This is an optimization exercise on Yosys and OpenROAD, whose aim is small area, not a production implementation. At most, simulation tests tie the RTL to the original design; equivalence was not proved. The RTL of run 1 was laid out without a check of its function.

==> flow/design.v <==
`default_nettype none
package delay_pkg;
    localparam int coord_w = 16;           
    localparam int elem_w  = 7;            
    localparam int delay_w = 8;            
endpackage
`default_nettype wire
`default_nettype none
module delay_decode (
    input  logic [15:0] x_elem,
    input  logic [15:0] z_elem,
    input  logic [15:0] x_focus,
    input  logic [15:0] z_focus,
    output logic [10:0] dx,
    output logic [10:0] dz,
    output logic        far
);
    logic [16:0] x_diff;
    logic [16:0] z_diff;
    logic n0, n1, n2, n3, n4, n5, n6, n7, n8, n9, n10, n11;
    logic n12, n13, n14, n15, n16, n17, n18, n19, n20, n21, n22, n23;
    logic n24, n25, n26, n27, n28, n29, n30, n31, n32, n33, n34, n35;
    logic n36, n37, n38, n39, n40, n41, n42, n43, n44, n45, n46, n47;
    logic n48, n49, n50, n51, n52, n53, n54, n55, n56, n57, n58, n59;
    logic n60, n61, n62, n63, n64, n65, n66, n67, n68, n69, n70, n71;
    logic n72, n73, n74, n75, n76, n77, n78, n79, n80, n81, n82, n83;
    logic n84, n85, n86, n87, n88, n89, n90, n91, n92, n93, n94, n95;
    logic n96, n97, n98, n99, n100, n101;
    assign n0 = ~x_elem[0];
    assign n1 = ~x_elem[1];
    assign n2 = ~x_elem[2];
    assign n3 = ~x_elem[3];
    assign n4 = ~x_elem[4];
    assign n5 = ~x_elem[5];
    assign n6 = ~x_elem[6];
    assign n7 = ~x_elem[7];
    assign n8 = ~x_elem[8];
    assign n9 = ~x_elem[9];
    assign n10 = ~x_elem[10];
    assign n11 = ~x_elem[11];
    assign n12 = ~x_elem[12];
    assign n13 = ~x_elem[13];
    assign n14 = ~x_elem[14];
    assign n15 = ~x_elem[15];
    assign n16 = ~x_elem[15];
    assign n17 = ~(x_focus[0] ^ n0);
    assign n18 = x_focus[0] | n0;
    assign n19 = x_focus[1] ^ n1 ^ n18;
    assign n20 = (x_focus[1] & n1) | (x_focus[1] & n18) | (n1 & n18);
    assign n21 = x_focus[2] ^ n2 ^ n20;
    assign n22 = (x_focus[2] & n2) | (x_focus[2] & n20) | (n2 & n20);
    assign n23 = x_focus[3] ^ n3 ^ n22;
    assign n24 = (x_focus[3] & n3) | (x_focus[3] & n22) | (n3 & n22);
    assign n25 = x_focus[4] ^ n4 ^ n24;
    assign n26 = (x_focus[4] & n4) | (x_focus[4] & n24) | (n4 & n24);
    assign n27 = x_focus[5] ^ n5 ^ n26;
    assign n28 = (x_focus[5] & n5) | (x_focus[5] & n26) | (n5 & n26);
    assign n29 = x_focus[6] ^ n6 ^ n28;
    assign n30 = (x_focus[6] & n6) | (x_focus[6] & n28) | (n6 & n28);
    assign n31 = x_focus[7] ^ n7 ^ n30;
    assign n32 = (x_focus[7] & n7) | (x_focus[7] & n30) | (n7 & n30);
    assign n33 = x_focus[8] ^ n8 ^ n32;
    assign n34 = (x_focus[8] & n8) | (x_focus[8] & n32) | (n8 & n32);
    assign n35 = x_focus[9] ^ n9 ^ n34;
    assign n36 = (x_focus[9] & n9) | (x_focus[9] & n34) | (n9 & n34);
    assign n37 = x_focus[10] ^ n10 ^ n36;
    assign n38 = (x_focus[10] & n10) | (x_focus[10] & n36) | (n10 & n36);
    assign n39 = x_focus[11] ^ n11 ^ n38;
    assign n40 = (x_focus[11] & n11) | (x_focus[11] & n38) | (n11 & n38);
    assign n41 = x_focus[12] ^ n12 ^ n40;
    assign n42 = (x_focus[12] & n12) | (x_focus[12] & n40) | (n12 & n40);
    assign n43 = x_focus[13] ^ n13 ^ n42;
    assign n44 = (x_focus[13] & n13) | (x_focus[13] & n42) | (n13 & n42);
    assign n45 = x_focus[14] ^ n14 ^ n44;
    assign n46 = (x_focus[14] & n14) | (x_focus[14] & n44) | (n14 & n44);
    assign n47 = x_focus[15] ^ n15 ^ n46;
    assign n48 = (x_focus[15] & n15) | (x_focus[15] & n46) | (n15 & n46);
    assign n49 = x_focus[15] ^ n16 ^ n48;
    assign n50 = (x_focus[15] & n16) | (x_focus[15] & n48) | (n16 & n48);
    assign n51 = ~z_elem[0];
    assign n52 = ~z_elem[1];
    assign n53 = ~z_elem[2];
    assign n54 = ~z_elem[3];
    assign n55 = ~z_elem[4];
    assign n56 = ~z_elem[5];
    assign n57 = ~z_elem[6];
    assign n58 = ~z_elem[7];
    assign n59 = ~z_elem[8];
    assign n60 = ~z_elem[9];
    assign n61 = ~z_elem[10];
    assign n62 = ~z_elem[11];
    assign n63 = ~z_elem[12];
    assign n64 = ~z_elem[13];
    assign n65 = ~z_elem[14];
    assign n66 = ~z_elem[15];
    assign n67 = ~z_elem[15];
    assign n68 = ~(z_focus[0] ^ n51);
    assign n69 = z_focus[0] | n51;
    assign n70 = z_focus[1] ^ n52 ^ n69;
    assign n71 = (z_focus[1] & n52) | (z_focus[1] & n69) | (n52 & n69);
    assign n72 = z_focus[2] ^ n53 ^ n71;
    assign n73 = (z_focus[2] & n53) | (z_focus[2] & n71) | (n53 & n71);
    assign n74 = z_focus[3] ^ n54 ^ n73;
    assign n75 = (z_focus[3] & n54) | (z_focus[3] & n73) | (n54 & n73);
    assign n76 = z_focus[4] ^ n55 ^ n75;
    assign n77 = (z_focus[4] & n55) | (z_focus[4] & n75) | (n55 & n75);
    assign n78 = z_focus[5] ^ n56 ^ n77;
    assign n79 = (z_focus[5] & n56) | (z_focus[5] & n77) | (n56 & n77);
    assign n80 = z_focus[6] ^ n57 ^ n79;
    assign n81 = (z_focus[6] & n57) | (z_focus[6] & n79) | (n57 & n79);
    assign n82 = z_focus[7] ^ n58 ^ n81;
    assign n83 = (z_focus[7] & n58) | (z_focus[7] & n81) | (n58 & n81);
    assign n84 = z_focus[8] ^ n59 ^ n83;
    assign n85 = (z_focus[8] & n59) | (z_focus[8] & n83) | (n59 & n83);
    assign n86 = z_focus[9] ^ n60 ^ n85;
    assign n87 = (z_focus[9] & n60) | (z_focus[9] & n85) | (n60 & n85);
    assign n88 = z_focus[10] ^ n61 ^ n87;
    assign n89 = (z_focus[10] & n61) | (z_focus[10] & n87) | (n61 & n87);
    assign n90 = z_focus[11] ^ n62 ^ n89;
    assign n91 = (z_focus[11] & n62) | (z_focus[11] & n89) | (n62 & n89);
    assign n92 = z_focus[12] ^ n63 ^ n91;
    assign n93 = (z_focus[12] & n63) | (z_focus[12] & n91) | (n63 & n91);
    assign n94 = z_focus[13] ^ n64 ^ n93;
    assign n95 = (z_focus[13] & n64) | (z_focus[13] & n93) | (n64 & n93);
    assign n96 = z_focus[14] ^ n65 ^ n95;
    assign n97 = (z_focus[14] & n65) | (z_focus[14] & n95) | (n65 & n95);
    assign n98 = z_focus[15] ^ n66 ^ n97;
    assign n99 = (z_focus[15] & n66) | (z_focus[15] & n97) | (n66 & n97);
    assign n100 = z_focus[15] ^ n67 ^ n99;
    assign n101 = (z_focus[15] & n67) | (z_focus[15] & n99) | (n67 & n99);
    assign x_diff = {n49, n47, n45, n43, n41, n39, n37, n35, n33, n31, n29, n27, n25, n23, n21, n19, n17};
    assign z_diff = {n100, n98, n96, n94, n92, n90, n88, n86, n84, n82, n80, n78, n76, n74, n72, n70, n68};
    assign dx  = x_diff[10:0];
    assign dz  = z_diff[10:0];
    assign far = !(x_diff[16:10] == 7'h00 || x_diff[16:10] == 7'h7f) ||
                 !(z_diff[16:10] == 7'h00 || z_diff[16:10] == 7'h7f);
endmodule
`default_nettype wire
`default_nettype none
module dist_square_sum (
    input  logic [10:0] dx,
    input  logic [10:0] dz,
    output logic [21:0] sum_sq
);
    logic n0, n1, n2, n3, n4, n5, n6, n7, n8, n9, n10, n11;
    logic n12, n13, n14, n15, n16, n17, n18, n19, n20, n21, n22, n23;
    logic n24, n25, n26, n27, n28, n29, n30, n31, n32, n33, n34, n35;
    logic n36, n37, n38, n39, n40, n41, n42, n43, n44, n45, n46, n47;
    logic n48, n49, n50, n51, n52, n53, n54, n55, n56, n57, n58, n59;
    logic n60, n61, n62, n63, n64, n65, n66, n67, n68, n69, n70, n71;
    logic n72, n73, n74, n75, n76, n77, n78, n79, n80, n81, n82, n83;
    logic n84, n85, n86, n87, n88, n89, n90, n91, n92, n93, n94, n95;
    logic n96, n97, n98, n99, n100, n101, n102, n103, n104, n105, n106, n107;
    logic n108, n109, n110, n111, n112, n113, n114, n115, n116, n117, n118, n119;
    logic n120, n121, n122, n123, n124, n125, n126, n127, n128, n129, n130, n131;
    logic n132, n133, n134, n135, n136, n137, n138, n139, n140, n141, n142, n143;
    logic n144, n145, n146, n147, n148, n149, n150, n151, n152, n153, n154, n155;
    logic n156, n157, n158, n159, n160, n161, n162, n163, n164, n165, n166, n167;
    logic n168, n169, n170, n171, n172, n173, n174, n175, n176, n177, n178, n179;
    logic n180, n181, n182, n183, n184, n185, n186, n187, n188, n189, n190, n191;
    logic n192, n193, n194, n195, n196, n197, n198, n199, n200, n201, n202, n203;
    logic n204, n205, n206, n207, n208, n209, n210, n211, n212, n213, n214, n215;
    logic n216, n217, n218, n219, n220, n221, n222, n223, n224, n225, n226, n227;
    logic n228, n229, n230, n231, n232, n233, n234, n235, n236, n237, n238, n239;
    logic n240, n241, n242, n243, n244, n245, n246, n247, n248, n249, n250, n251;
    logic n252, n253, n254, n255, n256, n257, n258, n259, n260, n261, n262, n263;
    logic n264, n265, n266, n267, n268, n269, n270, n271, n272, n273, n274, n275;
    logic n276, n277, n278, n279, n280, n281, n282, n283, n284, n285, n286, n287;
    logic n288, n289, n290, n291, n292, n293, n294, n295, n296, n297, n298, n299;
    logic n300, n301, n302, n303, n304, n305, n306, n307, n308, n309, n310, n311;
    logic n312, n313, n314, n315, n316, n317, n318, n319, n320, n321, n322, n323;
    logic n324, n325, n326, n327, n328, n329, n330, n331, n332, n333, n334, n335;
    logic n336, n337, n338, n339, n340, n341, n342, n343, n344, n345, n346, n347;
    logic n348, n349, n350, n351, n352, n353;
    assign n0 = dx[0] & dx[1];
    assign n1 = dx[0] & dx[2];
    assign n2 = dx[0] & dx[3];
    assign n3 = dx[0] & dx[4];
    assign n4 = dx[0] & dx[5];
    assign n5 = dx[0] & dx[6];
    assign n6 = dx[0] & dx[7];
    assign n7 = dx[0] & dx[8];
    assign n8 = dx[0] & dx[9];
    assign n9 = dx[1] & dx[2];
    assign n10 = dx[1] & dx[3];
    assign n11 = dx[1] & dx[4];
    assign n12 = dx[1] & dx[5];
    assign n13 = dx[1] & dx[6];
    assign n14 = dx[1] & dx[7];
    assign n15 = dx[1] & dx[8];
    assign n16 = dx[1] & dx[9];
    assign n17 = dx[2] & dx[3];
    assign n18 = dx[2] & dx[4];
    assign n19 = dx[2] & dx[5];
    assign n20 = dx[2] & dx[6];
    assign n21 = dx[2] & dx[7];
    assign n22 = dx[2] & dx[8];
    assign n23 = dx[2] & dx[9];
    assign n24 = dx[3] & dx[4];
    assign n25 = dx[3] & dx[5];
    assign n26 = dx[3] & dx[6];
    assign n27 = dx[3] & dx[7];
    assign n28 = dx[3] & dx[8];
    assign n29 = dx[3] & dx[9];
    assign n30 = dx[4] & dx[5];
    assign n31 = dx[4] & dx[6];
    assign n32 = dx[4] & dx[7];
    assign n33 = dx[4] & dx[8];
    assign n34 = dx[4] & dx[9];
    assign n35 = dx[5] & dx[6];
    assign n36 = dx[5] & dx[7];
    assign n37 = dx[5] & dx[8];
    assign n38 = dx[5] & dx[9];
    assign n39 = dx[6] & dx[7];
    assign n40 = dx[6] & dx[8];
    assign n41 = dx[6] & dx[9];
    assign n42 = dx[7] & dx[8];
    assign n43 = dx[7] & dx[9];
    assign n44 = dx[8] & dx[9];
    assign n45 = ~(dx[10] & dx[0]);
    assign n46 = ~(dx[10] & dx[1]);
    assign n47 = ~(dx[10] & dx[2]);
    assign n48 = ~(dx[10] & dx[3]);
    assign n49 = ~(dx[10] & dx[4]);
    assign n50 = ~(dx[10] & dx[5]);
    assign n51 = ~(dx[10] & dx[6]);
    assign n52 = ~(dx[10] & dx[7]);
    assign n53 = ~(dx[10] & dx[8]);
    assign n54 = ~(dx[10] & dx[9]);
    assign n55 = dz[0] & dz[1];
    assign n56 = dz[0] & dz[2];
    assign n57 = dz[0] & dz[3];
    assign n58 = dz[0] & dz[4];
    assign n59 = dz[0] & dz[5];
    assign n60 = dz[0] & dz[6];
    assign n61 = dz[0] & dz[7];
    assign n62 = dz[0] & dz[8];
    assign n63 = dz[0] & dz[9];
    assign n64 = dz[1] & dz[2];
    assign n65 = dz[1] & dz[3];
    assign n66 = dz[1] & dz[4];
    assign n67 = dz[1] & dz[5];
    assign n68 = dz[1] & dz[6];
    assign n69 = dz[1] & dz[7];
    assign n70 = dz[1] & dz[8];
    assign n71 = dz[1] & dz[9];
    assign n72 = dz[2] & dz[3];
    assign n73 = dz[2] & dz[4];
    assign n74 = dz[2] & dz[5];
    assign n75 = dz[2] & dz[6];
    assign n76 = dz[2] & dz[7];
    assign n77 = dz[2] & dz[8];
    assign n78 = dz[2] & dz[9];
    assign n79 = dz[3] & dz[4];
    assign n80 = dz[3] & dz[5];
    assign n81 = dz[3] & dz[6];
    assign n82 = dz[3] & dz[7];
    assign n83 = dz[3] & dz[8];
    assign n84 = dz[3] & dz[9];
    assign n85 = dz[4] & dz[5];
    assign n86 = dz[4] & dz[6];
    assign n87 = dz[4] & dz[7];
    assign n88 = dz[4] & dz[8];
    assign n89 = dz[4] & dz[9];
    assign n90 = dz[5] & dz[6];
    assign n91 = dz[5] & dz[7];
    assign n92 = dz[5] & dz[8];
    assign n93 = dz[5] & dz[9];
    assign n94 = dz[6] & dz[7];
    assign n95 = dz[6] & dz[8];
    assign n96 = dz[6] & dz[9];
    assign n97 = dz[7] & dz[8];
    assign n98 = dz[7] & dz[9];
    assign n99 = dz[8] & dz[9];
    assign n100 = ~(dz[10] & dz[0]);
    assign n101 = ~(dz[10] & dz[1]);
    assign n102 = ~(dz[10] & dz[2]);
    assign n103 = ~(dz[10] & dz[3]);
    assign n104 = ~(dz[10] & dz[4]);
    assign n105 = ~(dz[10] & dz[5]);
    assign n106 = ~(dz[10] & dz[6]);
    assign n107 = ~(dz[10] & dz[7]);
    assign n108 = ~(dz[10] & dz[8]);
    assign n109 = ~(dz[10] & dz[9]);
    assign n110 = n6 ^ n13;
    assign n111 = n6 & n13;
    assign n112 = n8 ^ n15 ^ n21;
    assign n113 = (n8 & n15) | (n8 & n21) | (n15 & n21);
    assign n114 = n26 ^ n30;
    assign n115 = n26 & n30;
    assign n116 = n16 ^ n22 ^ n27;
    assign n117 = (n16 & n22) | (n16 & n27) | (n22 & n27);
    assign n118 = n31 ^ n45;
    assign n119 = n31 & n45;
    assign n120 = n23 ^ n28 ^ n32;
    assign n121 = (n23 & n28) | (n23 & n32) | (n28 & n32);
    assign n122 = n35 ^ dx[6] ^ n46;
    assign n123 = (n35 & dx[6]) | (n35 & n46) | (dx[6] & n46);
    assign n124 = n78 ^ n83 ^ n87;
    assign n125 = (n78 & n83) | (n78 & n87) | (n83 & n87);
    assign n126 = n29 ^ n33 ^ n36;
    assign n127 = (n29 & n33) | (n29 & n36) | (n33 & n36);
    assign n128 = n34 ^ n37 ^ n39;
    assign n129 = (n34 & n37) | (n34 & n39) | (n37 & n39);
    assign n130 = n4 ^ n11 ^ n17;
    assign n131 = (n4 & n11) | (n4 & n17) | (n11 & n17);
    assign n132 = n5 ^ n12;
    assign n133 = n5 & n12;
    assign n134 = n19 ^ n24 ^ dx[4];
    assign n135 = (n19 & n24) | (n19 & dx[4]) | (n24 & dx[4]);
    assign n136 = n61 ^ n68 ^ n74;
    assign n137 = (n61 & n68) | (n61 & n74) | (n68 & n74);
    assign n138 = n7 ^ n14 ^ n20;
    assign n139 = (n7 & n14) | (n7 & n20) | (n14 & n20);
    assign n140 = n25 ^ n62 ^ n69;
    assign n141 = (n25 & n62) | (n25 & n69) | (n62 & n69);
    assign n142 = n75 ^ n80;
    assign n143 = n75 & n80;
    assign n144 = dx[5] ^ n63 ^ n70;
    assign n145 = (dx[5] & n63) | (dx[5] & n70) | (n63 & n70);
    assign n146 = n76 ^ n81 ^ n85;
    assign n147 = (n76 & n81) | (n76 & n85) | (n81 & n85);
    assign n148 = dz[5] ^ n112 ^ n114;
    assign n149 = (dz[5] & n112) | (dz[5] & n114) | (n112 & n114);
    assign n150 = n71 ^ n77 ^ n82;
    assign n151 = (n71 & n77) | (n71 & n82) | (n77 & n82);
    assign n152 = n86 ^ n100 ^ n113;
    assign n153 = (n86 & n100) | (n86 & n113) | (n100 & n113);
    assign n154 = n115 ^ n116 ^ n118;
    assign n155 = (n115 & n116) | (n115 & n118) | (n116 & n118);
    assign n156 = n90 ^ dz[6] ^ n101;
    assign n157 = (n90 & dz[6]) | (n90 & n101) | (dz[6] & n101);
    assign n158 = ~(n117 ^ n119);
    assign n159 = n117 | n119;
    assign n160 = n120 ^ n122 ^ n124;
    assign n161 = (n120 & n122) | (n120 & n124) | (n122 & n124);
    assign n162 = n47 ^ n84 ^ n88;
    assign n163 = (n47 & n84) | (n47 & n88) | (n84 & n88);
    assign n164 = n91 ^ n102 ^ n121;
    assign n165 = (n91 & n102) | (n91 & n121) | (n102 & n121);
    assign n166 = n123 ^ n125 ^ n126;
    assign n167 = (n123 & n125) | (n123 & n126) | (n125 & n126);
    assign n168 = dx[7] ^ n48 ^ n89;
    assign n169 = (dx[7] & n48) | (dx[7] & n89) | (n48 & n89);
    assign n170 = n92 ^ n94 ^ dz[7];
    assign n171 = (n92 & n94) | (n92 & dz[7]) | (n94 & dz[7]);
    assign n172 = n103 ^ n127 ^ n128;
    assign n173 = (n103 & n127) | (n103 & n128) | (n127 & n128);
    assign n174 = n38 ^ n40 ^ n49;
    assign n175 = (n38 & n40) | (n38 & n49) | (n40 & n49);
    assign n176 = n93 ^ n95 ^ n104;
    assign n177 = (n93 & n95) | (n93 & n104) | (n95 & n104);
    assign n178 = n41 ^ n42 ^ dx[8];
    assign n179 = (n41 & n42) | (n41 & dx[8]) | (n42 & dx[8]);
    assign n180 = n50 ^ n96 ^ n97;
    assign n181 = (n50 & n96) | (n50 & n97) | (n96 & n97);
    assign n182 = n2 ^ n9 ^ dx[2];
    assign n183 = (n2 & n9) | (n2 & dx[2]) | (n9 & dx[2]);
    assign n184 = n3 ^ n10;
    assign n185 = n3 & n10;
    assign n186 = dx[3] ^ n59 ^ n66;
    assign n187 = (dx[3] & n59) | (dx[3] & n66) | (n59 & n66);
    assign n188 = n72 ^ dz[3];
    assign n189 = n72 & dz[3];
    assign n190 = n18 ^ n60 ^ n67;
    assign n191 = (n18 & n60) | (n18 & n67) | (n60 & n67);
    assign n192 = n73 ^ n131 ^ n132;
    assign n193 = (n73 & n131) | (n73 & n132) | (n131 & n132);
    assign n194 = n79 ^ dz[4] ^ n110;
    assign n195 = (n79 & dz[4]) | (n79 & n110) | (dz[4] & n110);
    assign n196 = n133 ^ n134 ^ n136;
    assign n197 = (n133 & n134) | (n133 & n136) | (n134 & n136);
    assign n198 = n111 ^ n135 ^ n137;
    assign n199 = (n111 & n135) | (n111 & n137) | (n135 & n137);
    assign n200 = n138 ^ n140 ^ n142;
    assign n201 = (n138 & n140) | (n138 & n142) | (n140 & n142);
    assign n202 = n139 ^ n141 ^ n143;
    assign n203 = (n139 & n141) | (n139 & n143) | (n141 & n143);
    assign n204 = n144 ^ n146 ^ n148;
    assign n205 = (n144 & n146) | (n144 & n148) | (n146 & n148);
    assign n206 = n145 ^ n147 ^ n149;
    assign n207 = (n145 & n147) | (n145 & n149) | (n147 & n149);
    assign n208 = n150 ^ n152 ^ n154;
    assign n209 = (n150 & n152) | (n150 & n154) | (n152 & n154);
    assign n210 = n151 ^ n153 ^ n155;
    assign n211 = (n151 & n153) | (n151 & n155) | (n153 & n155);
    assign n212 = n156 ^ n158 ^ n160;
    assign n213 = (n156 & n158) | (n156 & n160) | (n158 & n160);
    assign n214 = n157 ^ n159 ^ n161;
    assign n215 = (n157 & n159) | (n157 & n161) | (n159 & n161);
    assign n216 = n162 ^ n164 ^ n166;
    assign n217 = (n162 & n164) | (n162 & n166) | (n164 & n166);
    assign n218 = n163 ^ n165 ^ n167;
    assign n219 = (n163 & n165) | (n163 & n167) | (n165 & n167);
    assign n220 = n168 ^ n170 ^ n172;
    assign n221 = (n168 & n170) | (n168 & n172) | (n170 & n172);
    assign n222 = n129 ^ n169 ^ n171;
    assign n223 = (n129 & n169) | (n129 & n171) | (n169 & n171);
    assign n224 = n173 ^ n174 ^ n176;
    assign n225 = (n173 & n174) | (n173 & n176) | (n174 & n176);
    assign n226 = dz[8] ^ n105 ^ n175;
    assign n227 = (dz[8] & n105) | (dz[8] & n175) | (n105 & n175);
    assign n228 = n177 ^ n178 ^ n180;
    assign n229 = (n177 & n178) | (n177 & n180) | (n178 & n180);
    assign n230 = n43 ^ n51 ^ n98;
    assign n231 = (n43 & n51) | (n43 & n98) | (n51 & n98);
    assign n232 = n106 ^ n179 ^ n181;
    assign n233 = (n106 & n179) | (n106 & n181) | (n179 & n181);
    assign n234 = n44 ^ dx[9] ^ n52;
    assign n235 = (n44 & dx[9]) | (n44 & n52) | (dx[9] & n52);
    assign n236 = n99 ^ dz[9] ^ n107;
    assign n237 = (n99 & dz[9]) | (n99 & n107) | (dz[9] & n107);
    assign n238 = n0 ^ dx[1];
    assign n239 = n0 & dx[1];
    assign n240 = n57 ^ n64;
    assign n241 = n57 & n64;
    assign n242 = n58 ^ n65 ^ n183;
    assign n243 = (n58 & n65) | (n58 & n183) | (n65 & n183);
    assign n244 = n130 ^ n185 ^ n186;
    assign n245 = (n130 & n185) | (n130 & n186) | (n185 & n186);
    assign n246 = n187 ^ n189 ^ n190;
    assign n247 = (n187 & n189) | (n187 & n190) | (n189 & n190);
    assign n248 = n191 ^ n193 ^ n194;
    assign n249 = (n191 & n193) | (n191 & n194) | (n193 & n194);
    assign n250 = n195 ^ n197 ^ n198;
    assign n251 = (n195 & n197) | (n195 & n198) | (n197 & n198);
    assign n252 = n199 ^ n201 ^ n202;
    assign n253 = (n199 & n201) | (n199 & n202) | (n201 & n202);
    assign n254 = n203 ^ n205 ^ n206;
    assign n255 = (n203 & n205) | (n203 & n206) | (n205 & n206);
    assign n256 = n207 ^ n209 ^ n210;
    assign n257 = (n207 & n209) | (n207 & n210) | (n209 & n210);
    assign n258 = n211 ^ n213 ^ n214;
    assign n259 = (n211 & n213) | (n211 & n214) | (n213 & n214);
    assign n260 = n215 ^ n217 ^ n218;
    assign n261 = (n215 & n217) | (n215 & n218) | (n217 & n218);
    assign n262 = n219 ^ n221 ^ n222;
    assign n263 = (n219 & n221) | (n219 & n222) | (n221 & n222);
    assign n264 = n223 ^ n225 ^ n226;
    assign n265 = (n223 & n225) | (n223 & n226) | (n225 & n226);
    assign n266 = n227 ^ n229 ^ n230;
    assign n267 = (n227 & n229) | (n227 & n230) | (n229 & n230);
    assign n268 = n231 ^ n233 ^ n234;
    assign n269 = (n231 & n233) | (n231 & n234) | (n233 & n234);
    assign n270 = n53 ^ n108 ^ n235;
    assign n271 = (n53 & n108) | (n53 & n235) | (n108 & n235);
    assign n272 = dx[10] ^ n54 ^ dz[10];
    assign n273 = (dx[10] & n54) | (dx[10] & dz[10]) | (n54 & dz[10]);
    assign n274 = n55 ^ dz[1];
    assign n275 = n55 & dz[1];
    assign n276 = n1 ^ n56 ^ n239;
    assign n277 = (n1 & n56) | (n1 & n239) | (n56 & n239);
    assign n278 = dz[2] ^ n182 ^ n240;
    assign n279 = (dz[2] & n182) | (dz[2] & n240) | (n182 & n240);
    assign n280 = n184 ^ n241 ^ n242;
    assign n281 = (n184 & n241) | (n184 & n242) | (n241 & n242);
    assign n282 = n188 ^ n243 ^ n244;
    assign n283 = (n188 & n243) | (n188 & n244) | (n243 & n244);
    assign n284 = n192 ^ n245 ^ n246;
    assign n285 = (n192 & n245) | (n192 & n246) | (n245 & n246);
    assign n286 = n196 ^ n247 ^ n248;
    assign n287 = (n196 & n247) | (n196 & n248) | (n247 & n248);
    assign n288 = n200 ^ n249 ^ n250;
    assign n289 = (n200 & n249) | (n200 & n250) | (n249 & n250);
    assign n290 = n204 ^ n251 ^ n252;
    assign n291 = (n204 & n251) | (n204 & n252) | (n251 & n252);
    assign n292 = n208 ^ n253 ^ n254;
    assign n293 = (n208 & n253) | (n208 & n254) | (n253 & n254);
    assign n294 = n212 ^ n255 ^ n256;
    assign n295 = (n212 & n255) | (n212 & n256) | (n255 & n256);
    assign n296 = n216 ^ n257 ^ n258;
    assign n297 = (n216 & n257) | (n216 & n258) | (n257 & n258);
    assign n298 = n220 ^ n259 ^ n260;
    assign n299 = (n220 & n259) | (n220 & n260) | (n259 & n260);
    assign n300 = n224 ^ n261 ^ n262;
    assign n301 = (n224 & n261) | (n224 & n262) | (n261 & n262);
    assign n302 = n228 ^ n263 ^ n264;
    assign n303 = (n228 & n263) | (n228 & n264) | (n263 & n264);
    assign n304 = n232 ^ n265 ^ n266;
    assign n305 = (n232 & n265) | (n232 & n266) | (n265 & n266);
    assign n306 = n236 ^ n267 ^ n268;
    assign n307 = (n236 & n267) | (n236 & n268) | (n267 & n268);
    assign n308 = n237 ^ n269 ^ n270;
    assign n309 = (n237 & n269) | (n237 & n270) | (n269 & n270);
    assign n310 = n109 ^ n271 ^ n272;
    assign n311 = (n109 & n271) | (n109 & n272) | (n271 & n272);
    assign n312 = dx[0] ^ dz[0];
    assign n313 = dx[0] & dz[0];
    assign n314 = n238 ^ n274;
    assign n315 = n238 & n274;
    assign n316 = n275 ^ n276 ^ n315;
    assign n317 = (n275 & n276) | (n275 & n315) | (n276 & n315);
    assign n318 = n277 ^ n278 ^ n317;
    assign n319 = (n277 & n278) | (n277 & n317) | (n278 & n317);
    assign n320 = n279 ^ n280 ^ n319;
    assign n321 = (n279 & n280) | (n279 & n319) | (n280 & n319);
    assign n322 = n281 ^ n282 ^ n321;
    assign n323 = (n281 & n282) | (n281 & n321) | (n282 & n321);
    assign n324 = n283 ^ n284 ^ n323;
    assign n325 = (n283 & n284) | (n283 & n323) | (n284 & n323);
    assign n326 = n285 ^ n286 ^ n325;
    assign n327 = (n285 & n286) | (n285 & n325) | (n286 & n325);
    assign n328 = n287 ^ n288 ^ n327;
    assign n329 = (n287 & n288) | (n287 & n327) | (n288 & n327);
    assign n330 = n289 ^ n290 ^ n329;
    assign n331 = (n289 & n290) | (n289 & n329) | (n290 & n329);
    assign n332 = n291 ^ n292 ^ n331;
    assign n333 = (n291 & n292) | (n291 & n331) | (n292 & n331);
    assign n334 = n293 ^ n294 ^ n333;
    assign n335 = (n293 & n294) | (n293 & n333) | (n294 & n333);
    assign n336 = n295 ^ n296 ^ n335;
    assign n337 = (n295 & n296) | (n295 & n335) | (n296 & n335);
    assign n338 = n297 ^ n298 ^ n337;
    assign n339 = (n297 & n298) | (n297 & n337) | (n298 & n337);
    assign n340 = n299 ^ n300 ^ n339;
    assign n341 = (n299 & n300) | (n299 & n339) | (n300 & n339);
    assign n342 = n301 ^ n302 ^ n341;
    assign n343 = (n301 & n302) | (n301 & n341) | (n302 & n341);
    assign n344 = n303 ^ n304 ^ n343;
    assign n345 = (n303 & n304) | (n303 & n343) | (n304 & n343);
    assign n346 = n305 ^ n306 ^ n345;
    assign n347 = (n305 & n306) | (n305 & n345) | (n306 & n345);
    assign n348 = n307 ^ n308 ^ n347;
    assign n349 = (n307 & n308) | (n307 & n347) | (n308 & n347);
    assign n350 = n309 ^ n310 ^ n349;
    assign n351 = (n309 & n310) | (n309 & n349) | (n310 & n349);
    assign n352 = n273 ^ n311 ^ n351;
    assign n353 = (n273 & n311) | (n273 & n351) | (n311 & n351);
    assign sum_sq = {n352, n350, n348, n346, n344, n342, n340, n338, n336, n334, n332, n330, n328, n326, n324, n322, n320, n318, n316, n314, n313, n312};
endmodule
`default_nettype wire
`default_nettype none
module isqrt_steps_0_6 (
    input  logic [15:0] t_in,
    output logic [7:0] r_out,
    output logic [3:0] t_out,
    output logic [5:0] q_out
);
    logic n0, n1, n2, n3, n4, n5, n6, n7, n8, n9, n10, n11;
    logic n12, n13, n14, n15, n16, n17, n18, n19, n20, n21, n22, n23;
    logic n24, n25, n26, n27, n28, n29, n30, n31, n32, n33, n34, n35;
    logic n36, n37, n38, n39, n40, n41, n42, n43, n44, n45, n46, n47;
    logic n48, n49, n50, n51, n52, n53, n54, n55, n56, n57, n58, n59;
    logic n60, n61, n62, n63, n64, n65, n66, n67, n68, n69, n70, n71;
    logic n72, n73, n74, n75, n76, n77, n78, n79, n80, n81, n82, n83;
    logic n84, n85, n86, n87, n88, n89, n90, n91, n92, n93, n94, n95;
    logic n96, n97, n98, n99, n100, n101, n102, n103, n104, n105, n106, n107;
    logic n108, n109;
    assign n0 = ~t_in[14];
    assign n1 = ~(t_in[15] ^ t_in[14]);
    assign n2 = t_in[15] | t_in[14];
    assign n3 = ~n2;
    assign n4 = ~n3;
    assign n5 = ~n3;
    assign n6 = n4 ^ n5;
    assign n7 = ~n3;
    assign n8 = ~n3;
    assign n9 = t_in[12] ^ n3 ^ n8;
    assign n10 = (t_in[12] & n3) | (t_in[12] & n8) | (n3 & n8);
    assign n11 = ~(t_in[13] ^ n10);
    assign n12 = t_in[13] | n10;
    assign n13 = n0 ^ n6 ^ n12;
    assign n14 = (n0 & n6) | (n0 & n12) | (n6 & n12);
    assign n15 = n1 ^ n7 ^ n14;
    assign n16 = (n1 & n7) | (n1 & n14) | (n7 & n14);
    assign n17 = ~n15;
    assign n18 = ~n15;
    assign n19 = n17 ^ n18;
    assign n20 = ~n15;
    assign n21 = n4 ^ n20;
    assign n22 = ~n15;
    assign n23 = ~n15;
    assign n24 = t_in[10] ^ n15 ^ n23;
    assign n25 = (t_in[10] & n15) | (t_in[10] & n23) | (n15 & n23);
    assign n26 = ~(t_in[11] ^ n25);
    assign n27 = t_in[11] | n25;
    assign n28 = n9 ^ n19 ^ n27;
    assign n29 = (n9 & n19) | (n9 & n27) | (n19 & n27);
    assign n30 = n11 ^ n21 ^ n29;
    assign n31 = (n11 & n21) | (n11 & n29) | (n21 & n29);
    assign n32 = n13 ^ n22 ^ n31;
    assign n33 = (n13 & n22) | (n13 & n31) | (n22 & n31);
    assign n34 = ~n32;
    assign n35 = ~n32;
    assign n36 = n34 ^ n35;
    assign n37 = ~n32;
    assign n38 = n17 ^ n37;
    assign n39 = ~n32;
    assign n40 = n4 ^ n39;
    assign n41 = ~n32;
    assign n42 = ~n32;
    assign n43 = t_in[8] ^ n32 ^ n42;
    assign n44 = (t_in[8] & n32) | (t_in[8] & n42) | (n32 & n42);
    assign n45 = ~(t_in[9] ^ n44);
    assign n46 = t_in[9] | n44;
    assign n47 = n24 ^ n36 ^ n46;
    assign n48 = (n24 & n36) | (n24 & n46) | (n36 & n46);
    assign n49 = n26 ^ n38 ^ n48;
    assign n50 = (n26 & n38) | (n26 & n48) | (n38 & n48);
    assign n51 = n28 ^ n40 ^ n50;
    assign n52 = (n28 & n40) | (n28 & n50) | (n40 & n50);
    assign n53 = n30 ^ n41 ^ n52;
    assign n54 = (n30 & n41) | (n30 & n52) | (n41 & n52);
    assign n55 = ~n53;
    assign n56 = ~n53;
    assign n57 = n55 ^ n56;
    assign n58 = ~n53;
    assign n59 = n34 ^ n58;
    assign n60 = ~n53;
    assign n61 = n17 ^ n60;
    assign n62 = ~n53;
    assign n63 = n4 ^ n62;
    assign n64 = ~n53;
    assign n65 = ~n53;
    assign n66 = t_in[6] ^ n53 ^ n65;
    assign n67 = (t_in[6] & n53) | (t_in[6] & n65) | (n53 & n65);
    assign n68 = ~(t_in[7] ^ n67);
    assign n69 = t_in[7] | n67;
    assign n70 = n43 ^ n57 ^ n69;
    assign n71 = (n43 & n57) | (n43 & n69) | (n57 & n69);
    assign n72 = n45 ^ n59 ^ n71;
    assign n73 = (n45 & n59) | (n45 & n71) | (n59 & n71);
    assign n74 = n47 ^ n61 ^ n73;
    assign n75 = (n47 & n61) | (n47 & n73) | (n61 & n73);
    assign n76 = n49 ^ n63 ^ n75;
    assign n77 = (n49 & n63) | (n49 & n75) | (n63 & n75);
    assign n78 = n51 ^ n64 ^ n77;
    assign n79 = (n51 & n64) | (n51 & n77) | (n64 & n77);
    assign n80 = ~n78;
    assign n81 = ~n78;
    assign n82 = n80 ^ n81;
    assign n83 = ~n78;
    assign n84 = n55 ^ n83;
    assign n85 = ~n78;
    assign n86 = n34 ^ n85;
    assign n87 = ~n78;
    assign n88 = n17 ^ n87;
    assign n89 = ~n78;
    assign n90 = n4 ^ n89;
    assign n91 = ~n78;
    assign n92 = ~n78;
    assign n93 = t_in[4] ^ n78 ^ n92;
    assign n94 = (t_in[4] & n78) | (t_in[4] & n92) | (n78 & n92);
    assign n95 = ~(t_in[5] ^ n94);
    assign n96 = t_in[5] | n94;
    assign n97 = n66 ^ n82 ^ n96;
    assign n98 = (n66 & n82) | (n66 & n96) | (n82 & n96);
    assign n99 = n68 ^ n84 ^ n98;
    assign n100 = (n68 & n84) | (n68 & n98) | (n84 & n98);
    assign n101 = n70 ^ n86 ^ n100;
    assign n102 = (n70 & n86) | (n70 & n100) | (n86 & n100);
    assign n103 = n72 ^ n88 ^ n102;
    assign n104 = (n72 & n88) | (n72 & n102) | (n88 & n102);
    assign n105 = n74 ^ n90 ^ n104;
    assign n106 = (n74 & n90) | (n74 & n104) | (n90 & n104);
    assign n107 = n76 ^ n91 ^ n106;
    assign n108 = (n76 & n91) | (n76 & n106) | (n91 & n106);
    assign n109 = ~n107;
    assign r_out = {n107, n105, n103, n101, n99, n97, n95, n93};
    assign t_out = {t_in[3], t_in[2], t_in[1], t_in[0]};
    assign q_out = {n4, n17, n34, n55, n80, n109};
endmodule
module isqrt_steps_6_8 (
    input  logic [7:0] r_in,
    input  logic [5:0] q_in,
    input  logic [3:0] t_in,
    output logic [7:0] q_out
);
    logic n0, n1, n2, n3, n4, n5, n6, n7, n8, n9, n10, n11;
    logic n12, n13, n14, n15, n16, n17, n18, n19, n20, n21, n22, n23;
    logic n24, n25, n26, n27, n28, n29, n30, n31, n32, n33, n34, n35;
    logic n36, n37, n38, n39, n40, n41, n42, n43, n44, n45, n46, n47;
    logic n48, n49, n50, n51, n52, n53, n54, n55, n56, n57, n58, n59;
    logic n60, n61, n62, n63, n64, n65, n66, n67, n68, n69;
    assign n0 = ~r_in[7];
    assign n1 = q_in[0] ^ n0;
    assign n2 = ~r_in[7];
    assign n3 = q_in[1] ^ n2;
    assign n4 = ~r_in[7];
    assign n5 = q_in[2] ^ n4;
    assign n6 = ~r_in[7];
    assign n7 = q_in[3] ^ n6;
    assign n8 = ~r_in[7];
    assign n9 = q_in[4] ^ n8;
    assign n10 = ~r_in[7];
    assign n11 = q_in[5] ^ n10;
    assign n12 = ~r_in[7];
    assign n13 = ~r_in[7];
    assign n14 = t_in[2] ^ r_in[7] ^ n13;
    assign n15 = (t_in[2] & r_in[7]) | (t_in[2] & n13) | (r_in[7] & n13);
    assign n16 = ~(t_in[3] ^ n15);
    assign n17 = t_in[3] | n15;
    assign n18 = r_in[0] ^ n1 ^ n17;
    assign n19 = (r_in[0] & n1) | (r_in[0] & n17) | (n1 & n17);
    assign n20 = r_in[1] ^ n3 ^ n19;
    assign n21 = (r_in[1] & n3) | (r_in[1] & n19) | (n3 & n19);
    assign n22 = r_in[2] ^ n5 ^ n21;
    assign n23 = (r_in[2] & n5) | (r_in[2] & n21) | (n5 & n21);
    assign n24 = r_in[3] ^ n7 ^ n23;
    assign n25 = (r_in[3] & n7) | (r_in[3] & n23) | (n7 & n23);
    assign n26 = r_in[4] ^ n9 ^ n25;
    assign n27 = (r_in[4] & n9) | (r_in[4] & n25) | (n9 & n25);
    assign n28 = r_in[5] ^ n11 ^ n27;
    assign n29 = (r_in[5] & n11) | (r_in[5] & n27) | (n11 & n27);
    assign n30 = r_in[6] ^ n12 ^ n29;
    assign n31 = (r_in[6] & n12) | (r_in[6] & n29) | (n12 & n29);
    assign n32 = ~n30;
    assign n33 = ~n30;
    assign n34 = n32 ^ n33;
    assign n35 = ~n30;
    assign n36 = q_in[0] ^ n35;
    assign n37 = ~n30;
    assign n38 = q_in[1] ^ n37;
    assign n39 = ~n30;
    assign n40 = q_in[2] ^ n39;
    assign n41 = ~n30;
    assign n42 = q_in[3] ^ n41;
    assign n43 = ~n30;
    assign n44 = q_in[4] ^ n43;
    assign n45 = ~n30;
    assign n46 = q_in[5] ^ n45;
    assign n47 = ~n30;
    assign n48 = ~n30;
    assign n49 = t_in[0] ^ n30 ^ n48;
    assign n50 = (t_in[0] & n30) | (t_in[0] & n48) | (n30 & n48);
    assign n51 = ~(t_in[1] ^ n50);
    assign n52 = t_in[1] | n50;
    assign n53 = n14 ^ n34 ^ n52;
    assign n54 = (n14 & n34) | (n14 & n52) | (n34 & n52);
    assign n55 = n16 ^ n36 ^ n54;
    assign n56 = (n16 & n36) | (n16 & n54) | (n36 & n54);
    assign n57 = n18 ^ n38 ^ n56;
    assign n58 = (n18 & n38) | (n18 & n56) | (n38 & n56);
    assign n59 = n20 ^ n40 ^ n58;
    assign n60 = (n20 & n40) | (n20 & n58) | (n40 & n58);
    assign n61 = n22 ^ n42 ^ n60;
    assign n62 = (n22 & n42) | (n22 & n60) | (n42 & n60);
    assign n63 = n24 ^ n44 ^ n62;
    assign n64 = (n24 & n44) | (n24 & n62) | (n44 & n62);
    assign n65 = n26 ^ n46 ^ n64;
    assign n66 = (n26 & n46) | (n26 & n64) | (n46 & n64);
    assign n67 = n28 ^ n47 ^ n66;
    assign n68 = (n28 & n47) | (n28 & n66) | (n47 & n66);
    assign n69 = ~n67;
    assign q_out = {q_in[5], q_in[4], q_in[3], q_in[2], q_in[1], q_in[0], n32, n69};
endmodule
`default_nettype wire
`default_nettype none
`default_nettype wire
`default_nettype none
module delay_calc_top (
    input  logic                                 clk,
    input  logic                                 reset,
    input  logic                                 start,
    input  logic signed [delay_pkg::coord_w-1:0] x_elem,
    input  logic signed [delay_pkg::coord_w-1:0] z_elem,
    input  logic signed [delay_pkg::coord_w-1:0] x_focus,
    input  logic signed [delay_pkg::coord_w-1:0] z_focus,
    input  logic        [delay_pkg::elem_w-1:0]  elem,
    output logic        [delay_pkg::delay_w-1:0] delay_out,
    output logic        [delay_pkg::elem_w-1:0]  elem_out,
    output logic                                 done
);
    logic [10:0] dx, dz;
    logic        far;
    logic [10:0] p1_dx;
    logic [10:0] p1_dz;
    logic        p1_sat;
    logic [6:0] p1_tag;
    logic        p1_valid;
    logic [21:0] sum_sq_p1_dx;
    logic [15:0] p2_t;
    logic        p2_sat;
    logic [6:0] p2_tag;
    logic        p2_valid;
    logic [7:0] r_q6;
    logic [3:0] t_q6;
    logic [5:0] q_q6;
    logic [7:0] p3_r;
    logic [5:0] p3_q;
    logic [3:0] p3_t;
    logic        p3_sat;
    logic [6:0] p3_tag;
    logic        p3_valid;
    logic [7:0] q_q8;
    delay_decode u_decode (
        .x_elem (x_elem), .z_elem (z_elem), .x_focus (x_focus), .z_focus (z_focus),
        .dx (dx), .dz (dz), .far (far)
    );
    always_ff @(posedge clk) begin
        p1_valid <= (start && !reset);
        p1_dx <= dx;
        p1_dz <= dz;
        p1_sat <= far;
        p1_tag <= elem;
    end
    dist_square_sum u_sq_p1_dx (.dx (p1_dx), .dz (p1_dz), .sum_sq (sum_sq_p1_dx));
    always_ff @(posedge clk) begin
        p2_valid <= (p1_valid && !reset);
        p2_t <= sum_sq_p1_dx[19:4];
        p2_sat <= (p1_sat || sum_sq_p1_dx[21] || sum_sq_p1_dx[20]);
        p2_tag <= p1_tag;
    end
    isqrt_steps_0_6 u_root_0_6 (.t_in (p2_t), .r_out (r_q6), .t_out (t_q6), .q_out (q_q6));
    always_ff @(posedge clk) begin
        if (reset) begin
            p3_valid <= 1'b0;
            p3_r <= '0;
            p3_q <= '0;
            p3_t <= '0;
            p3_sat <= '0;
            p3_tag <= '0;
        end else begin
            p3_valid <= (p2_valid && !reset);
            if ((p2_valid && !reset)) begin
                p3_r <= r_q6;
                p3_q <= q_q6;
                p3_t <= t_q6;
                p3_sat <= p2_sat;
                p3_tag <= p2_tag;
            end
        end
    end
    isqrt_steps_6_8 u_root_6_8 (.r_in (p3_r), .q_in (p3_q), .t_in (p3_t), .q_out (q_q8));
    assign delay_out = q_q8 | {8{p3_sat}};
    assign elem_out  = p3_tag;
    assign done      = p3_valid;
endmodule
`default_nettype wire
==> flow/run.sh <==
#!/bin/bash
# synth_recipe.tcl (not shown) runs the flow's synth.tcl, then flattens the netlist and writes it again
# the make line also repeats each setting of config.mk as NAME=value (left out here)
make -C /OpenROAD-flow-scripts/flow DESIGN_CONFIG=/design/flow/config.mk WORK_HOME=/design/flow/orfs CLKGATE_MAP_FILE= SYNTH_SCRIPT=/design/flow/synth_recipe.tcl finish
==> flow/config.mk <==
export PLATFORM = sky130hd
export DESIGN_NAME = delay_calc_top
export DESIGN_NICKNAME = delay_calc_top
export VERILOG_FILES = /design/flow/design.v
export SDC_FILE = /design/flow/constraint.sdc
export NUM_CORES = 4
export LEC_CHECK = 0
export CAP_MARGIN = 20
export CORE_MARGIN = 2
export CORE_UTILIZATION = 40
export SLEW_MARGIN = 20
==> flow/constraint.sdc <==
create_clock -name core_clock -period 7.5 [get_ports {clk}]
set_input_delay 1.5000 -clock core_clock [delete_from_list [all_inputs] [get_ports {clk}]]
set_output_delay 1.5000 -clock core_clock [all_outputs]
set_load 0.01 [all_outputs]
==> reports/summary.txt, run 1 <==
Synth async-reset ratio: 0
Period minus WS final: 7694 ps
Placed Area: 8826 um2
H-tree levels: 3
#FFs+latches synth: 83
Vias/cell: 4.338
Worst path max stage delay: 520 ps
Worst-Skew Late Latency: 350 ps
Number of global-route vias before repair: 5003
Critical Path Most Common Cell: fa_2
Gr ovfl total: 0
Startpoint class of the critical path: flop
Tot GR Track Use: 0.1466
DIE AREA: 19760 um2
CP delay by family, top: adder cells
Die W: 140.6 um
Cell Area, Synth: 7460 um2
Seq/Total Area, Yosys: 0.2227
Met2 WL post-DR: 6108 um
Crit path DAT: 7910 ps
Routed WL per cell: 12.14 um
Buf/Inv on CP: 4
Final setup violation count: 2
Initial antenna violation count: 0
Hold_buf cts: 0
Routability Congestion: 0.7778
Post-route insts no fill: 1079
Initial DRC count: 142
Via count: 4681
CTS sink count: 83
Final nets: 1088
WP depth: 26
FMAX: 130.0 MHz
Crit Path Class: reg -> reg
Setup TNS: -212.5 ps
Remaining antenna violation count: 0
# port buffers: 89
Fin. Hold Viols: 0
Crit path from: p1_dx[0]
Root Buffer: clkbuf_16
RSZ-0062 raised after global routing: yes
Top layer in use: met4
Largest net degree at the start of global routing: 35
Mean Syn Cell Area: 10.09 um2
Worst Max-Slew Pin Slew: 1073 ps
Die Ht: 140.6 um
Worst setup EP type: flop
Rel. slew slack: 0.2827
Crit Reg-Reg Endpoint: p2_sat
Post-route DRC violation count: 0
Final period util: 1.026
Worst Setup EP: p2_sat
Mapped Cells: 739
Placed insts: 1062
Met3 wire len: 499 um
CORE AREA: 18150 um2
Commonest non-fill, non-tap cell in the layout: inv_1
Slew Limit Fails: 0
Detailed-placement wirelength estimate: 10980 um
Num rows: 49
Max-cap violations: 0
TritonRoute pass-1 iters: 4
Status: complete, but fails checks
Origin of the critical flop-to-flop path: p1_dx[0]
Critical Path Fanout Max: 3
M1 WL: 6315 um
Layout Check Fails: setup timing
Clock Skews: 10.71 ps
Distinct cells, synth: 44
Share of post-route cells with drive strength above 1: 0.1506
Clock transition at the registers of the reported paths: 70 ps
PnR worst setup slack: -194.2 ps
Number of CTS-inserted buffers: 9
Clock Tree Buf Depth: 2
Worst reg-to-reg setup slack: -190 ps
Total wire length: 13100 um
Ports: 90
Most frequent cells in the layout: 170 x inv_1, 107 x fa_1, 85 x clkdlybuf4s50_1, 78 x dfxtp_1, 71 x and2_1
Syn Nets: 982
Worst hold path class: reg -> reg
First-pass GRT wire length: 23180 um
# diodes: 0
Worst path slowest cell: fa_1
Post-synth EDFFs: 0
Post-synth top flop: dfxtp_1
Reg2Reg Depth: 26
Post-route cell area: 9321 um2
CTS tree: yes
Effective utilization at floorplan: 0.4111
YS warnings: 1
Worst hold slack: 327.8 ps
Area Growth Syn to Fin: 24.96%
Data required time at the worst endpoint: 7710 ps
==> through the flow <==
stage	worst slack [ps]	util
3_5_place_dp	-830.4	0.4863
2_1_floorplan	-75.79	-
5_1_grt	-420.9	0.5137
6_report	-194.2	0.5137
4_1_cts	-258.6	0.5079
3_3_place_gp	-693.4	0.4863
==> how the worst min path moves through the flow <==
stage	start	endpoint	slack, ps	depth (start not counted)
global placement	p1_tag[6]	p2_tag[6]	310	0
floorplan	p1_tag[0]	p2_tag[0]	310	0
detailed placement	p1_tag[3]	p2_tag[3]	310	0
CTS	p1_tag[3]	p2_tag[3]	330	0
global route	p1_tag[6]	p2_tag[6]	340	0
finish	p1_tag[3]	p2_tag[3]	330	0
==> area by class of cell <==
cell class	instances	area [um2]
sequential	83	1668
tap	229	286.5
fill	1689	8826
clock buffer	9	225.2
multi-input combinational	447	5210
timing repair buffer	124	1172
inverter	180	678.2
clock inverter	7	81.33
==> per-layer routing <==
layer  global-route usage  vias to the layer above
met5                    0                        -
met3              0.02667                       10
met4              0.04421                        0
met2               0.2466                       99
li1                     -                     2365
met1               0.1944                     2207
==> worst register-to-register path, cell delays in order, from the launching register on <==
cell and delay, ps:
dfxtp_2 340, buf_6 110, and2_4 140, fa_1 470, fa_1 520, fa_1 430
inv_2 70, fa_2 200, inv_2 40, fa_2 330, fa_2 350, fa_2 350
fa_2 350, fa_2 350, fa_2 350, fa_2 360, fa_2 350, fa_2 370
fa_2 350, fa_2 380, fa_2 350, fa_2 340, inv_2 60, fa_2 200
xor2_2 160, a21oi_1 50, nand4bb_1 200
==> Yosys cell counts (all sizes together) (2+ instances only) <==
library cell  number  area share
a21oi              5      0.0034
nand2             33       0.017
nand3              4      0.0027
or2                7      0.0059
nor2b             11      0.0092
xnor2             29       0.035
a221oi             2      0.0023
clkbuf            26       0.013
fa               143        0.38
ha                26       0.044
buf                3      0.0017
xnor3              2      0.0062
o22ai              3      0.0025
and2              74       0.062
inv              180       0.091
o21a               2      0.0020
dfxtp             83        0.22
o21ai             11      0.0074
xor2               9       0.011
nor2              34       0.017
a211oi             7      0.0077
nor3b              2      0.0027
nand2b             8      0.0067
nor4               2      0.0017
mux2i             20       0.027
==> what timing repair did <==
action | in CTS | in global routing
setup endpoints to repair | 2 | 2
setup buffers | 1 | 0
pin swaps | 3 | 27
resized for setup | 26 | 37
==> registers in the layout, summed over array words and instances, names as in the netlist <==
register,count
p1_dx,11
p1_dz,11
p1_sat,1
p1_tag,7
p1_valid,1
p2_sat,1
p2_t,16
p2_tag,7
p2_valid,1
p3_q,6
p3_r,8
p3_sat,1
p3_t,4
p3_tag,7
p3_valid,1
==> cells by family after synthesis <==
logic type / Yosys count / synth area share
fa+ha+maj: 170 / 0.4289
mux: 21 / 0.02835
buf+inv: 209 / 0.1053
flops: 83 / 0.2227
simple gates: 180 / 0.1307
compound gates: 36 / 0.03220
xor+xnor: 40 / 0.05183
==> inputs of run 2 (changes only) <==
--- a/flow/design.v
+++ b/flow/design.v
@@ -172,5 +172,7 @@
     logic n324, n325, n326, n327, n328, n329, n330, n331, n332, n333, n334, n335;
     logic n336, n337, n338, n339, n340, n341, n342, n343, n344, n345, n346, n347;
-    logic n348, n349, n350, n351, n352, n353;
+    logic n348, n349, n350, n351, n352, n353, n354, n355, n356, n357, n358, n359;
+    logic n360, n361, n362, n363, n364, n365, n366, n367, n368, n369, n370, n371;
+    logic n372, n373, n374, n375, n376, n377;
     assign n0 = dx[0] & dx[1];
     assign n1 = dx[0] & dx[2];
@@ -511,6 +513,6 @@
     assign n336 = n295 ^ n296 ^ n335;
     assign n337 = (n295 & n296) | (n295 & n335) | (n296 & n335);
-    assign n338 = n297 ^ n298 ^ n337;
-    assign n339 = (n297 & n298) | (n297 & n337) | (n298 & n337);
+    assign n338 = n297 ^ n298;
+    assign n339 = n297 & n298;
     assign n340 = n299 ^ n300 ^ n339;
     assign n341 = (n299 & n300) | (n299 & n339) | (n300 & n339);
@@ -527,5 +529,29 @@
     assign n352 = n273 ^ n311 ^ n351;
     assign n353 = (n273 & n311) | (n273 & n351) | (n311 & n351);
-    assign sum_sq = {n352, n350, n348, n346, n344, n342, n340, n338, n336, n334, n332, n330, n328, n326, n324, n322, n320, n318, n316, n314, n313, n312};
+    assign n354 = ~(n297 ^ n298);
+    assign n355 = n297 | n298;
+    assign n356 = n299 ^ n300 ^ n355;
+    assign n357 = (n299 & n300) | (n299 & n355) | (n300 & n355);
+    assign n358 = n301 ^ n302 ^ n357;
+    assign n359 = (n301 & n302) | (n301 & n357) | (n302 & n357);
+    assign n360 = n303 ^ n304 ^ n359;
+    assign n361 = (n303 & n304) | (n303 & n359) | (n304 & n359);
+    assign n362 = n305 ^ n306 ^ n361;
+    assign n363 = (n305 & n306) | (n305 & n361) | (n306 & n361);
+    assign n364 = n307 ^ n308 ^ n363;
+    assign n365 = (n307 & n308) | (n307 & n363) | (n308 & n363);
+    assign n366 = n309 ^ n310 ^ n365;
+    assign n367 = (n309 & n310) | (n309 & n365) | (n310 & n365);
+    assign n368 = n273 ^ n311 ^ n367;
+    assign n369 = (n273 & n311) | (n273 & n367) | (n311 & n367);
+    assign n370 = n337 ? n354 : n338;
+    assign n371 = n337 ? n356 : n340;
+    assign n372 = n337 ? n358 : n342;
+    assign n373 = n337 ? n360 : n344;
+    assign n374 = n337 ? n362 : n346;
+    assign n375 = n337 ? n364 : n348;
+    assign n376 = n337 ? n366 : n350;
+    assign n377 = n337 ? n368 : n352;
+    assign sum_sq = {n377, n376, n375, n374, n373, n372, n371, n370, n336, n334, n332, n330, n328, n326, n324, n322, n320, n318, n316, n314, n313, n312};
 endmodule
 `default_nettype wire
==> flow/flow/run.sh (new file) <==
#!/bin/bash
set -euo pipefail
W=$PWD
{
  echo "include $W/config.mk"
  echo "export BUFFER_PORTS_ARGS = -buffer_cell sky130_fd_sc_hd__buf_1"
  echo "export CTS_ARGS = -sink_clustering_enable -repair_clock_nets -dont_use_dummy_load -buf_list sky130_fd_sc_hd__clkbuf_8"
} > "$W/own_config.mk"
sed "s#DESIGN_CONFIG=[^ ]*#DESIGN_CONFIG=$W/own_config.mk#" standard.sh > "$W/own_standard.sh"
bash "$W/own_standard.sh" > "$W/own_flow.log" 2>&1
==> flow/standard.sh (new file) <==
#!/bin/bash
# synth_recipe.tcl (not shown) runs the flow's synth.tcl, then flattens the netlist and writes it again
# the make line also repeats each setting of config.mk as NAME=value (left out here)
make -C /OpenROAD-flow-scripts/flow DESIGN_CONFIG=/design/flow/config.mk WORK_HOME=/design/flow/orfs CLKGATE_MAP_FILE= SYNTH_SCRIPT=/design/flow/synth_recipe.tcl "${@:-finish}"
--- a/flow/config.mk
+++ b/flow/config.mk
@@ -9,3 +9,4 @@
 export CORE_MARGIN = 2
 export CORE_UTILIZATION = 40
+export GPL_TIMING_DRIVEN = 0
 export SLEW_MARGIN = 20
removed: flow/run.sh
==> run 2 against run 1 <==
- the run now finishes clean
- worst hold slack got worse by 9.6 ps
- wire length rose by 5.9%
- register-to-register slack improved by 520 ps
- worst setup slack better by 500 ps
- global-route usage rose by 1.0 points
- critical path type is now in -> reg
- via count is 4.7% higher
- cell area down 10%
- die area rose by 1.5%
==> reports/summary.txt, run 2 <==
Status: finished clean (was complete, but fails checks)
Vias/cell: 4.494 (was 4.338)
Clock Tree Buf Depth: 2 (unchanged)
Share of post-route cells with drive strength above 1: 0.05018 (was 0.1506)
Post-synth EDFFs: 0 (unchanged)
#FFs+latches synth: 83 (unchanged)
CORE AREA: 18640 um2 (was 18150 um2)
Crit Path Class: in -> reg (was reg -> reg)
Remaining antenna violation count: 0 (unchanged)
Ports: 90 (unchanged)
Commonest non-fill, non-tap cell in the layout: inv_1 (unchanged)
CP delay by family, top: adder cells (unchanged)
Cell taking the most area after synthesis: fa_1 (unchanged)
Tot GR Track Use: 0.1566 (was 0.1466)
Fin. Hold Viols: 0 (unchanged)
Root Buffer: clkbuf_8 (was clkbuf_16)
Pre-CTS setup slack: -181.4 ps (was -830.4 ps)
# port buffers: 88 (was 89)
First-pass GRT wire length: 24630 um (was 23180 um)
Slew Limit Fails: 0 (unchanged)
Worst setup EP type: flop (unchanged)
CTS tree: yes (unchanged)
Most common library cells after synthesis: 170 x inv_1, 136 x fa_1, 83 x dfxtp_1, 70 x and2_1, 47 x nand2_1 (was 180 x inv_1, 143 x fa_1, 83 x dfxtp_1, 74 x and2_1, 34 x nor2_1)
Cell Area, Synth: 7575 um2 (was 7460 um2)
Final setup violation count: 0 (was 2)
Worst path cell trace: buf_1 > ha_1 > fa_1 > fa_1 > fa_1 > fa_1 > fa_1 > fa_1 > fa_1 > fa_2 > fa_1 > fa_1 > inv_1 > fa_1 > fa_1 > fa_1 > fa_1 > inv_1 > fa_1 > nand3_1 > nor4_1 > o21ai_0
Initial DRC count: 147 (was 142)
Post-route cell area: 8368 um2 (was 9321 um2)
Synth async-reset ratio: 0 (unchanged)
Post-synth top flop: dfxtp_1 (unchanged)
Final nets: 1103 (was 1088)
Clock transition at the registers of the reported paths: 90 ps (was 70 ps)
Die Ht: 141.6 um (was 140.6 um)
Area Growth Syn to Fin: 10.47% (was 24.96%)
Die W: 141.6 um (was 140.6 um)
YS warnings: 1 (unchanged)
TritonRoute pass-1 iters: 4 (unchanged)
Placed Area: 8198 um2 (was 8826 um2)
Startpoint class of the critical path: input port (was flop)
Hold_buf cts: 0 (unchanged)
Routed WL per cell: 12.71 um (was 12.14 um)
Worst Max-Slew Pin Slew: 833.3 ps (was 1073 ps)
Syn Nets: 1004 (was 982)
Effective utilization at floorplan: 0.4063 (was 0.4111)
# diodes: 0 (unchanged)
Worst path slowest cell: fa_1 (unchanged)
Buf/Inv on CP: 3 (was 4)
Cell with the most instances after synthesis: inv_1 (unchanged)
RSZ-0062 raised after global routing: no (was yes)
Initial antenna violation count: 0 (unchanged)
Worst hold path class: reg -> reg (unchanged)
Detailed-placement wirelength estimate: 11510 um (was 10980 um)
Routability Congestion: 0.7946 (was 0.7778)
Period minus WS final: 7193 ps (was 7694 ps)
GR Util met2: 0.2795 (was 0.2466)
Largest net degree at the start of global routing: 17 (was 35)
Data required time at the worst endpoint: 7730 ps (was 7710 ps)
Rel. slew slack: 0.4445 (was 0.2827)
Critical Path Most Common Cell: fa_1 (was fa_2)
Critical Path Fanout Max: 2 (was 3)
Num rows: 50 (was 49)
Most used routing layer: met2 (unchanged)
Distinct cells, synth: 49 (was 44)
Met1 Use GR: 0.1923 (was 0.1944)
Seq/Total Area, Yosys: 0.2194 (was 0.2227)
Post-route DRC violation count: 0 (unchanged)
Final period util: 0.9590 (was 1.026)
Most flops, register: p2_t (unchanged)
Worst path max stage delay: 500 ps (was 520 ps)
Max-cap violations: 0 (unchanged)
CTS sink count: 83 (unchanged)
FMAX: 139.0 MHz (was 130.0 MHz)
Number of CTS-inserted buffers: 9 (unchanged)
DIE AREA: 20050 um2 (was 19760 um2)
Max reg flops: 16 (unchanged)
Gr ovfl total: 0 (unchanged)
Most frequent cells in the layout: 170 x inv_1, 129 x fa_1, 90 x buf_1, 82 x dfxtp_1, 70 x and2_1 (was 170 x inv_1, 107 x fa_1, 85 x clkdlybuf4s50_1, 78 x dfxtp_1, 71 x and2_1)
Mapped Cells: 760 (was 739)
Via count: 4903 (was 4681)
H-tree levels: 3 (unchanged)
PnR worst setup slack: 307.5 ps (was -194.2 ps)
Largest registers: p2_t: 16 flops, p1_dx: 11 flops, p1_dz: 11 flops (unchanged)
Crit path DAT: 7420 ps (was 7910 ps)
Mean Syn Cell Area: 9.967 um2 (was 10.09 um2)
Clock Skews: 22.42 ps (was 10.71 ps)
Number of global-route vias before repair: 5298 (was 5003)
Top cells by area, synth: fa_1 36%, dfxtp_1 22%, inv_1 8.4% (was fa_1 38%, dfxtp_1 22%, inv_1 9.1%)
Met3 Use GR: 0.03037 (was 0.02667)
Total wire length: 13870 um (was 13100 um)
Share of the synthesized area in the top cell type: 0.3594 (was 0.3838)
Worst-Skew Late Latency: 360 ps (was 350 ps)
==> run 2: changes by cell type after synthesis, moves of 4 or more <==
cell	previous run	this run
fa_1	143	136
ha_1	26	34
nand2_1	33	47
nor2_1	34	38
inv_1	180	170
and2_1	74	70
xor2_1	9	15
==> run 2: layer usage <==
layer / vias to the layer above / share of wire / routed length (um)
met1: 2352 / 0.44 / 6129
met4: 0 / 0.017 / 242
met3: 17 / 0.041 / 565
met2: 97 / 0.50 / 6932
li1: 2437 / - / -
met5: - / 0 / 0
==> run 2: logic make-up (layout without fill, tap and decap cells) <==
family / after synthesis / in the layout / share of synthesized area
fa+ha+maj: 171 / 171 / 0.4171
compound gates: 42 / 42 / 0.04096
mux: 23 / 23 / 0.03056
xor+xnor: 48 / 48 / 0.06046
buf+inv: 200 / 297 / 0.1004
flops: 83 / 83 / 0.2194
simple gates: 193 / 193 / 0.1312
==> run 2: what timing repair did <==
| item | CTS | global route |
|---|---|---|
| hold endpoints to repair | 0 | 0 |
| gates resized for setup | 7 | 10 |
| setup endpoints to repair | 1 | 2 |
| cloned | 0 | 0 |
| pin swaps | 1 | 3 |
| buffers inserted | 0 | 0 |
==> run 2: cell type report <==
type,instances,area [um2]
plain buffers,30,130.1
multi-input cells,477,5190
flip-flops and latches,83,1663
well taps,234,292.8
repair buffers,88,330.3
fillers,1849,10270
inverters,170,638.1
clock buffers,9,123.9
==> run 2: worst reg2reg max path, delay by kind of cell, from the launching register on <==
| kind | cells | cell delay, ps |
|---|---|---|
| buffers and inverters | 2 | 270 |
| AO/OA/AOI/OAI | 4 | 920 |
| flip-flops | 1 | 350 |
| AND/OR/NAND/NOR | 4 | 1080 |
| adder cells (fa/ha/maj) | 12 | 4400 |
==> run 2: final timing paths <==
kind	from	end	slack (ps)	depth (start not counted)
worst max register to register	p1_dx[3]	p2_sat	330	22
worst min register to register	p1_tag[4]	p2_tag[4]	320	0
worst max-delay path	z_elem[0]	p1_sat	310	22
worst min-delay path	p1_tag[4]	p2_tag[4]	320	0
==> run 2: stage by stage <==
step | util | cells | hold WS (ps) | setup TNS, ps
detailed placement | 0.4397 | 1082 | 312.1 | -361.5
floorplan | - | 760 | 309.6 | 0
finish | 0.4489 | 1091 | 318.3 | 0
global route | 0.4489 | 1091 | 317.7 | 0
global placement | 0.4397 | 1082 | 310.3 | -236.4
CTS | 0.4475 | 1091 | 318.2 | 0

re-timing with driven ports:
The flow's constraints put no driver on any port. The routed layouts listed below were extracted and timed again, unchanged, in two steps.
Step 1, drivers: a clkbuf_16 drives clk and a buf_2 each remaining input, both assumed.
Step 2 also shifts input and output timing later by t, the mid clock arrival at the registers, as if the neighbouring blocks saw the same clock.
Slacks: ideal ports / drivers / drivers and shift; pairs: ideal ports / drivers.
run | t, ns | setup slack, ns | cell pins on the clock port's net
run 1 | 0.383 | -0.194 / -0.194 / -0.401 | 1
run 2 | 0.400 | 0.307 / 0.328 / -0.072 | 1
With both steps, setup timing fails in run 2, where it was met with ideal ports. The setup slack of run 2, which loses most, moves by +0.021 ns with the drivers and by -0.379 ns with both steps.
